This is an optimization exercise on Yosys and OpenROAD, whose aim is small area, not a production implementation. In this exercise RTL edits were held to simulation tests only and were not proved equivalent to the original. Power and IR drop assume default switching activity.

// conv_window_top
module conv_window_top
(
	input  logic                                          i_sclk,
	input  logic                                          i_arst_n,
	input  logic                                          i_vsync,
	input  logic                                          i_valid,
	input  logic [(3 * 8)-1:0]                             i_tdata,
	output logic                                          o_vsync,
	output logic                                          o_hsync,
	output logic                                          o_valid,
	output logic [3*3*(3 * 8)-1:0]     o_tdata
);
	localparam int K       = 3;
	localparam int ROW_LEN = 16 - 1;                  
	localparam int CHAIN   = (K-1)*ROW_LEN + K;           
	localparam int NE      = K * K;
	localparam int CW      = $clog2(16);
	localparam int RW      = $clog2(12 + 1);
	logic [CW-1:0]          col;                          
	logic [RW-1:0]          row;                          
	logic                   first_pend;                   
	logic                   accept;
	logic                   win;                          
	logic [(3 * 8)-1:0]      pix_d;                        
	logic                   shift;                        
	logic [CHAIN*(3 * 8)-1:0] chain;                      
	assign accept = i_valid && !i_vsync;
	always_ff @(posedge i_sclk or negedge i_arst_n)
	begin
		if (!i_arst_n)
			row <= RW'(12);
		else if (i_vsync)
			row <= '0;
		else if (i_valid && (col == CW'(16 - 1)) && (row != RW'(12)))
			row <= row + 1'b1;
	end
	always_ff @(posedge i_sclk)
	begin
		if (i_vsync)
		begin
			col        <= '0;
			first_pend <= 1'b1;
		end
		else
		begin
			if (i_valid)
				col <= col + 1'b1;                        
			if (win)
				first_pend <= 1'b0;
		end
	end
	always_ff @(posedge i_sclk)
	begin
		pix_d <= i_tdata;
		shift <= accept && (col != CW'(16 - 1));
	end
	assign win = shift && !row[0] && (row >= RW'(K-1)) && (row < RW'(12)) &&
		col[0] && (col >= CW'(K));
  ...
Size in the first run: ~1100 cells after synthesis, roughly 830 flip-flops, ~250 I/O pins.
export LEC_CHECK = 0
export CAP_MARGIN = 20
export CORE_MARGIN = 2
export CORE_UTILIZATION = 85
export SLEW_MARGIN = 20
export BUFFER_PORTS_ARGS = -buffer_cell sky130_fd_sc_hd__buf_1
export CTS_ARGS = -sink_clustering_enable -repair_clock_nets -dont_use_dummy_load -buf_list sky130_fd_sc_hd__clkbuf_8 -sink_clustering_size 20 -sink_clustering_max_diameter 60
create_clock -name core_clock -period 4.0 [get_ports {i_sclk}]
standard.sh (not shown) runs the stock make flow with config.mk's settings and CLKGATE_MAP_FILE= SYNTH_SCRIPT=/design/flow/synth_recipe.tcl, a recipe that flattens the netlist after the stock synthesis.
==> flow/flow/run.sh <==
#!/bin/bash
# Standard ORFS layout with two changes:
#  - port buffers use the smallest buffer cell
#  - CTS: clkbuf_8 only, larger sink clusters, no dummy loads
set -euo pipefail
cat >> config.mk <<'CFG'
export BUFFER_PORTS_ARGS = -buffer_cell sky130_fd_sc_hd__buf_1
export CTS_ARGS = -sink_clustering_enable -repair_clock_nets -dont_use_dummy_load -buf_list sky130_fd_sc_hd__clkbuf_8 -sink_clustering_size 20 -sink_clustering_max_diameter 60
CFG
bash standard.sh > standard.log 2>&1
The first run did not get past detailed placement (3_5_place_dp).
Change:
CAP_MARGIN = 0   (was 20)
CORE_UTILIZATION = 80   (was 85)
SLEW_MARGIN = 0   (was 20)
What happened:
- The changed run produced a clean layout
- synthesized area stays the same
- synthesized cell count is unchanged
Change:
--- a/flow/flow/run.sh
+++ b/flow/flow/run.sh
@@ -4,2 +4,3 @@
 #  - CTS: clkbuf_8 only, larger sink clusters, no dummy loads
+#  - power recovery (downsizing) on half the paths after global routing
 set -euo pipefail
@@ -8,2 +9,3 @@
 export CTS_ARGS = -sink_clustering_enable -repair_clock_nets -dont_use_dummy_load -buf_list sky130_fd_sc_hd__clkbuf_8 -sink_clustering_size 20 -sink_clustering_max_diameter 60
+export RECOVER_POWER = 75
 CFG
CAP_MARGIN = 20   (was 0)
RECOVER_POWER = 75   (was default)
SLEW_MARGIN = 20   (was 0)
Effect: With this change the flow finished but fails on capacitance limit, slew limit; final cell count stays the same; via count hardly moves; clock-buffer cell count is unchanged; sequential power barely changes; power barely changes; critical path depth is unchanged; core utilization fell by 0.25 points; worst hold slack hardly moves.
Change:
==> flow/flow/run.sh (replaced) <==
#!/bin/bash
# Standard ORFS layout with two changes:
#  - port buffers use the smallest buffer cell
#  - CTS: clkbuf_8 only, larger sink clusters, no dummy loads
set -euo pipefail
cat >> config.mk <<'CFG'
export BUFFER_PORTS_ARGS = -buffer_cell sky130_fd_sc_hd__buf_1
export CTS_ARGS = -sink_clustering_enable -repair_clock_nets -dont_use_dummy_load -buf_list sky130_fd_sc_hd__clkbuf_8 -sink_clustering_size 18 -sink_clustering_max_diameter 60
CFG
bash standard.sh > standard.log 2>&1
CORE_UTILIZATION = 75   (was 80)
CTS_ARGS = -sink_clustering_enable -repair_clock_nets -dont_use_dummy_load -buf_list sky130_fd_sc_hd__clkbuf_8 -sink_clustering_size 18 -sink_clustering_max_diameter 60   (was -sink_clustering_enable -repair_clock_nets -dont_use_dummy_load -buf_list sky130_fd_sc_hd__clkbuf_8 -sink_clustering_size 20 -sink_clustering_max_diameter 60)
RECOVER_POWER = default   (was 75)
Outcome: The new run produced a clean layout; final area went up by 0.58%; routed wire length went up by 6.8%; power went up by 1.3%; sequential cell count stays the same.
Change:
==> flow/flow/run.sh (replaced) <==
#!/bin/bash
# Standard ORFS layout with two changes:
#  - port buffers use the smallest buffer cell
#  - CTS: clkbuf_8 only, larger sink clusters, no dummy loads
#  - power recovery (downsizing) on half the paths after global routing
set -euo pipefail
cat >> config.mk <<'CFG'
export BUFFER_PORTS_ARGS = -buffer_cell sky130_fd_sc_hd__buf_1
export CTS_ARGS = -sink_clustering_enable -repair_clock_nets -dont_use_dummy_load -buf_list sky130_fd_sc_hd__clkbuf_8 -sink_clustering_size 20 -sink_clustering_max_diameter 60
export RECOVER_POWER = 50
CFG
bash standard.sh > standard.log 2>&1
CORE_UTILIZATION = 80   (was 75)
CTS_ARGS = -sink_clustering_enable -repair_clock_nets -dont_use_dummy_load -buf_list sky130_fd_sc_hd__clkbuf_8 -sink_clustering_size 20 -sink_clustering_max_diameter 60   (was -sink_clustering_enable -repair_clock_nets -dont_use_dummy_load -buf_list sky130_fd_sc_hd__clkbuf_8 -sink_clustering_size 18 -sink_clustering_max_diameter 60)
RECOVER_POWER = 50   (was default)
Effect: Via count goes down slightly; utilization goes up by 4.7 points; sequential share of layout area goes up by 0.42 points; area after synthesis does not change; hold slack gets worse by 0.0074 ns; setup slack gets worse by 0.45 ns.
Change:
--- a/flow/flow/run.sh
+++ b/flow/flow/run.sh
@@ -4,3 +4,2 @@
 #  - CTS: clkbuf_8 only, larger sink clusters, no dummy loads
-#  - power recovery (downsizing) on half the paths after global routing
 set -euo pipefail
@@ -9,3 +8,3 @@
 export CTS_ARGS = -sink_clustering_enable -repair_clock_nets -dont_use_dummy_load -buf_list sky130_fd_sc_hd__clkbuf_8 -sink_clustering_size 20 -sink_clustering_max_diameter 60
-export RECOVER_POWER = 50
+export RECOVER_POWER = 100
 CFG
RECOVER_POWER = 100   (was 50)
Now the flow finished but failed the layout checks on capacitance limit, slew limit.
Worst setup slack is worse by 0.057 ns.
Clock power hardly moves.
Sequential power hardly moves.
Global-route usage does not change.
Final area hardly moves.
Combinational power decreases by about 2%.
Fmax decreases by about 2.2%.
Core utilization is about the same.
Power is about the same.
Area after synthesis stays the same.


conv_window_top, a different RTL version from the one above (not shown whole).
Size in the first run: roughly 1100 cells after synthesis, about 830 flip-flops.
export LEC_CHECK = 0
export CAP_MARGIN = 20
export CORE_MARGIN = 2
export CORE_UTILIZATION = 80
export SLEW_MARGIN = 20
export BUFFER_PORTS_ARGS = -buffer_cell sky130_fd_sc_hd__buf_1
export CTS_ARGS = -sink_clustering_enable -repair_clock_nets -dont_use_dummy_load -buf_list sky130_fd_sc_hd__clkbuf_8 -sink_clustering_size 20 -sink_clustering_max_diameter 60
create_clock -name core_clock -period 4.0 [get_ports {i_sclk}]
==> flow/flow/run.sh <==
#!/bin/bash
# Standard ORFS layout with two changes:
#  - port buffers use the smallest buffer cell
#  - CTS: clkbuf_8 only, larger sink clusters, no dummy loads
set -euo pipefail
cat >> config.mk <<'CFG'
export BUFFER_PORTS_ARGS = -buffer_cell sky130_fd_sc_hd__buf_1
export CTS_ARGS = -sink_clustering_enable -repair_clock_nets -dont_use_dummy_load -buf_list sky130_fd_sc_hd__clkbuf_8 -sink_clustering_size 20 -sink_clustering_max_diameter 60
CFG
bash standard.sh > standard.log 2>&1
The baseline ran to the end with no violations.
==> next run, changes <==
- CAP_MARGIN: 20 -> 0
- SLEW_MARGIN: 20 -> 0
The new run completed with no timing, DRC or antenna violations.
Design area is about the same.
Hold slack hardly moves.
Synthesized area does not change.
Die area does not change.
Clock power barely changes.
Register-to-register slack degrades by 290 ps.
Flip-flop and latch count stays the same.
Routed wire length is about the same.
Global-route usage is unchanged.
Worst setup slack loses 12 ps.
Total power is about the same.


The RTL this note starts from:
==> flow/design.v <==
package conv_pkg;
	typedef logic [$clog2(16)-1:0] col_t;    
	typedef logic [$clog2(12)-1:0] row_t;    
	typedef logic [3*(3 * 8)-1:0] column_t;    
endpackage
`timescale 1ns/1ps
module conv_window_top
(
	input  logic                                          i_sclk,
	input  logic                                          i_arst_n,
	input  logic                                          i_vsync,
	input  logic                                          i_valid,
	input  logic [(3 * 8)-1:0]                             i_tdata,
	output logic                                          o_vsync,
	output logic                                          o_hsync,
	output logic                                          o_valid,
	output logic [3*3*(3 * 8)-1:0]     o_tdata
);
	localparam int K       = 3;
	localparam int ROW_LEN = 16 - 1;                  
	localparam int CHAIN   = (K-1)*ROW_LEN + K;           
	localparam int NE      = K * K;
	localparam int CW      = $clog2(16);
	localparam int RW      = $clog2(12 + 1);
	logic [CW-1:0]          col;                          
	logic [RW-1:0]          row;                          
	logic                   first_pend;                   
	logic                   accept;
	logic                   win;                          
	logic [(3 * 8)-1:0]      pix_d;                        
	logic                   shift;                        
	logic [CHAIN*(3 * 8)-1:0] chain;                      
	assign accept = i_valid && !i_vsync;
	always_ff @(posedge i_sclk or negedge i_arst_n)
	begin
		if (!i_arst_n)
			row <= RW'(12);
		else if (i_vsync)
			row <= '0;
		else if (i_valid && (col == CW'(16 - 1)) && (row != RW'(12)))
			row <= row + 1'b1;
	end
	always_ff @(posedge i_sclk)
	begin
		if (i_vsync)
		begin
			col        <= '0;
			first_pend <= 1'b1;
		end
		else
		begin
			if (i_valid)
				col <= col + 1'b1;                        
			if (win)
				first_pend <= 1'b0;
		end
	end
	always_ff @(posedge i_sclk)
	begin
		pix_d <= i_tdata;
		shift <= accept && (col != CW'(16 - 1));
	end
	assign win = shift && !row[0] && (row >= RW'(K-1)) && (row < RW'(12)) &&
		col[0] && (col >= CW'(K));
	always_ff @(posedge i_sclk or negedge i_arst_n)
	begin
		if (!i_arst_n)
		begin
			o_valid <= 1'b0;
			o_hsync <= 1'b0;
			o_vsync <= 1'b0;
		end
		else
		begin
			o_valid <= win;
			o_hsync <= win && (col == CW'(K));
			o_vsync <= win && first_pend;
		end
	end
	always_ff @(posedge i_sclk)
	begin
		if (shift)
		begin
			chain <= {chain[(CHAIN-1)*(3 * 8)-1:0], pix_d};
		end
	end
	always_comb
	begin
		for (int rr = 0; rr < K; rr++)
			for (int cc = 0; cc < K; cc++)
			begin
				o_tdata[2*NE*8 + (NE-1-(rr*K+cc))*8 +: 8] = chain[((K-1-rr)*ROW_LEN + (K-1-cc))*(3 * 8) + 2*8 +: 8];
				o_tdata[  NE*8 + (NE-1-(rr*K+cc))*8 +: 8] = chain[((K-1-rr)*ROW_LEN + (K-1-cc))*(3 * 8) + 8 +: 8];
				o_tdata[            (NE-1-(rr*K+cc))*8 +: 8] = chain[((K-1-rr)*ROW_LEN + (K-1-cc))*(3 * 8) + 0 +: 8];
			end
	end
endmodule
clock: 4.0 ns
lec_check: 0
cap_margin: 20
core_margin: 2
core_utilization: 80
slew_margin: 20
buffer_ports_args: -buffer_cell sky130_fd_sc_hd__buf_1
cts_args: -sink_clustering_enable -repair_clock_nets -dont_use_dummy_load -buf_list sky130_fd_sc_hd__clkbuf_8 -sink_clustering_size 20 -sink_clustering_max_diameter 60
recover_power: 50
==> flow/flow/run.sh <==
#!/bin/bash
# Standard ORFS layout with two changes:
#  - port buffers use the smallest buffer cell
#  - CTS: clkbuf_8 only, larger sink clusters, no dummy loads
set -euo pipefail
cat >> config.mk <<'CFG'
export BUFFER_PORTS_ARGS = -buffer_cell sky130_fd_sc_hd__buf_1
export CTS_ARGS = -sink_clustering_enable -repair_clock_nets -dont_use_dummy_load -buf_list sky130_fd_sc_hd__clkbuf_8 -sink_clustering_size 20 -sink_clustering_max_diameter 60
export RECOVER_POWER = 50
CFG
bash standard.sh > standard.log 2>&1
The starting point went through all stages and came out clean.
Edit:
==> flow/flow/run.sh (replaced) <==
#!/bin/bash
# Standard ORFS layout with two changes:
#  - port buffers use the smallest buffer cell
#  - CTS: clkbuf_8 only, larger sink clusters, no dummy loads
set -euo pipefail
cat >> config.mk <<'CFG'
export BUFFER_PORTS_ARGS = -buffer_cell sky130_fd_sc_hd__buf_1
export CTS_ARGS = -sink_clustering_enable -repair_clock_nets -dont_use_dummy_load -buf_list sky130_fd_sc_hd__clkbuf_8 -sink_clustering_size 18 -sink_clustering_max_diameter 60
CFG
bash standard.sh > standard.log 2>&1
CTS_ARGS = -sink_clustering_enable -repair_clock_nets -dont_use_dummy_load -buf_list sky130_fd_sc_hd__clkbuf_8 -sink_clustering_size 18 -sink_clustering_max_diameter 60   (was -sink_clustering_enable -repair_clock_nets -dont_use_dummy_load -buf_list sky130_fd_sc_hd__clkbuf_8 -sink_clustering_size 20 -sink_clustering_max_diameter 60)
RECOVER_POWER = default   (was 50)
What happened: The changed run went through all stages and came out clean; cell area grows slightly; flip-flop and latch count is unchanged; clock power came out higher by a few percent; routed wire length barely changes; final cell count rose slightly.
Edit:
==> flow/flow/run.sh (replaced) <==
#!/bin/bash
# Standard ORFS layout with two changes:
#  - port buffers use the smallest buffer cell
#  - CTS: clkbuf_8 only, larger sink clusters, no dummy loads
set -euo pipefail
cat >> config.mk <<'CFG'
export BUFFER_PORTS_ARGS = -buffer_cell sky130_fd_sc_hd__buf_1
export CTS_ARGS = -sink_clustering_enable -repair_clock_nets -dont_use_dummy_load -buf_list sky130_fd_sc_hd__clkbuf_8 -sink_clustering_size 20 -sink_clustering_max_diameter 60
export RECOVER_POWER = 100
CFG
bash standard.sh > standard.log 2>&1
CAP_MARGIN = 0   (was 20)
CTS_ARGS = -sink_clustering_enable -repair_clock_nets -dont_use_dummy_load -buf_list sky130_fd_sc_hd__clkbuf_8 -sink_clustering_size 20 -sink_clustering_max_diameter 60   (was -sink_clustering_enable -repair_clock_nets -dont_use_dummy_load -buf_list sky130_fd_sc_hd__clkbuf_8 -sink_clustering_size 18 -sink_clustering_max_diameter 60)
RECOVER_POWER = 100   (was default)
SLEW_MARGIN = 0   (was 20)
Result:
- The new run finished with capacitance limit, slew limit left
- non-clock buffer count is unchanged
- count of clock-buffer cells in the layout went down by 5
- wire length rose by 0.45%
- die area does not change
- setup slack is worse by 0.64 ns
- maximum frequency fell by about 24%
Edit:
--- a/flow/flow/run.sh
+++ b/flow/flow/run.sh
@@ -7,5 +7,4 @@
 export BUFFER_PORTS_ARGS = -buffer_cell sky130_fd_sc_hd__buf_1
 export CTS_ARGS = -sink_clustering_enable -repair_clock_nets -dont_use_dummy_load -buf_list sky130_fd_sc_hd__clkbuf_8 -sink_clustering_size 20 -sink_clustering_max_diameter 60
-export RECOVER_POWER = 100
 CFG
 bash standard.sh > standard.log 2>&1
CAP_MARGIN = 20   (was 0)
CORE_UTILIZATION = 75   (was 80)
RECOVER_POWER = default   (was 100)
SLEW_MARGIN = 20   (was 0)
Result: The changed run finished clean; sequential share of layout area came out lower by 0.33 points; wire length came out higher by 4.7%; die area came out higher by 6.5%; setup slack improved by 0.59 ns; total power is about the same; non-clock buffer count does not change.


Another version of the RTL of conv_window_top (not shown whole).
Size: ~1100 cells after synthesis, roughly 250 I/O pins, ~27000 µm² of cells after synthesis.
Design conv_window_top, start of the top module:
module conv_window_top
(
	input  logic                                          i_sclk,
	input  logic                                          i_arst_n,
	input  logic                                          i_vsync,
	input  logic                                          i_valid,
	input  logic [(3 * 8)-1:0]                             i_tdata,
	output logic                                          o_vsync,
	output logic                                          o_hsync,
	output logic                                          o_valid,
	output logic [3*3*(3 * 8)-1:0]     o_tdata
);
clock: 4.0 ns
lec_check: 0
cap_margin: 20
core_margin: 2
core_utilization: 60
cts_buf_list: sky130_fd_sc_hd__clkbuf_8
slew_margin: 20
run.sh (not shown) runs the stock make flow with config.mk's settings and CLKGATE_MAP_FILE= SYNTH_SCRIPT=/design/flow/synth_recipe.tcl, a recipe that flattens the netlist after the stock synthesis.
Stock flow here: none of the scripts above is used.
Rerun with:
--- a/flow/config.mk
+++ b/flow/config.mk
@@ -10 +10 @@
-export CORE_UTILIZATION = 60
+export CORE_UTILIZATION = 65
@@ -11,0 +12,2 @@
+export CTS_CLUSTER_DIAMETER = 60
+export CTS_CLUSTER_SIZE = 16
=>
- maximum frequency climbs by 2.3%
- worst setup slack gets better by 0.057 ns
- total power drops by 15%
- combinational power stays flat
- non-clock buffer count climbs by 3
Rerun with:
--- a/flow/config.mk
+++ b/flow/config.mk
@@ -10,4 +10 @@
-export CORE_UTILIZATION = 65
-export CTS_BUF_LIST = sky130_fd_sc_hd__clkbuf_8
-export CTS_CLUSTER_DIAMETER = 60
-export CTS_CLUSTER_SIZE = 16
+export CORE_UTILIZATION = 40
The new run passed the timing, design-rule and antenna checks.
Synthesized cell count is unchanged.
Die area increases by well over a third.
Total power increases by a quarter to a third.
Sequential cell count is unchanged.
Clock skew decreases by 0.0044 ns.
Cell count increases by about a fifth.
Rerun with:
==> flow/flow/run.sh (new file) <==
#!/bin/bash
# Standard ORFS layout with two changes:
#  - port buffers use the smallest buffer cell
#  - CTS: clkbuf_8 only, larger sink clusters, no dummy loads
set -euo pipefail
cat >> config.mk <<'CFG'
export BUFFER_PORTS_ARGS = -buffer_cell sky130_fd_sc_hd__buf_1
export CTS_ARGS = -sink_clustering_enable -repair_clock_nets -dont_use_dummy_load -buf_list sky130_fd_sc_hd__clkbuf_8 -sink_clustering_size 16 -sink_clustering_max_diameter 60
CFG
bash standard.sh > standard.log 2>&1
==> flow/standard.sh (new file) <==
#!/bin/bash
# synth_recipe.tcl (not shown) runs the flow's synth.tcl, then flattens the netlist and writes it again
# the make line also repeats each setting of config.mk as NAME=value (left out here)
make -C /OpenROAD-flow-scripts/flow DESIGN_CONFIG=/design/flow/config.mk WORK_HOME=/design/flow/orfs CLKGATE_MAP_FILE= SYNTH_SCRIPT=/design/flow/synth_recipe.tcl "${@:-finish}"
--- a/flow/config.mk
+++ b/flow/config.mk
@@ -10 +10 @@
-export CORE_UTILIZATION = 40
+export CORE_UTILIZATION = 65
@@ -11,0 +12,2 @@
+export BUFFER_PORTS_ARGS = -buffer_cell sky130_fd_sc_hd__buf_1
+export CTS_ARGS = -sink_clustering_enable -repair_clock_nets -dont_use_dummy_load -buf_list sky130_fd_sc_hd__clkbuf_8 -sink_clustering_size 16 -sink_clustering_max_diameter 60
removed: flow/run.sh
Result:
- The changed run finished with timing, DRC and antenna clean
- power went down by 24%
- synthesized area does not change
- clock-buffer cell count went down by 50
- maximum frequency went up by 16%
- utilization went up by 20 points

afterwards: timing with drivers on the ports:
In the flow no input, the clock included, has a driving cell. The finished layouts below were timed again as built, in two steps.
Step 1 assumes that a clkbuf_16 drives the clock port and a buf_2 every other input.
Step 2 also shifts input and output timing later by t, the mid clock arrival at the registers, as if the neighbouring blocks saw the same clock.
Slacks: ideal ports / drivers / drivers and shift; pairs: ideal ports / drivers.
run	t (ns)	setup slack, ns	worst data-port slew with drivers (ns)	cell pins on the clock port's net
the second run of note 1	0.629	1.950 / 1.903 / 2.062	0.03	1
the third run of note 1	0.628	1.353 / 1.353 / 1.353	0.03	1
the fourth run of note 1	0.644	1.856 / 1.808 / 2.098	0.03	1
the fifth run of note 1	0.628	1.410 / 1.410 / 1.410	0.03	1
the sixth run of note 1	0.628	1.353 / 1.353 / 1.353	0.03	1
the first run of note 2	0.643	1.940 / 1.890 / 2.079	0.03	1
the second run of note 2	0.643	1.928 / 1.879 / 1.952	0.03	1
the first run of note 3	0.628	1.410 / 1.410 / 1.410	0.03	1
the second run of note 3	0.602	1.992 / 1.950 / 2.055	0.03	1
the third run of note 3	0.628	1.353 / 1.353 / 1.353	0.03	1
the fourth run of note 3	0.665	1.945 / 1.894 / 2.099	0.03	1
the first run of note 4	0.778	1.494 / 1.443 / 1.646	0.04	1
the second run of note 4	0.700	1.552 / 1.502 / 1.666	0.04	1
the third run of note 4	0.662	1.560 / 1.507 / 1.641	0.03	1
the fourth run of note 4	0.675	1.892 / 1.840 / 1.987	0.05	1
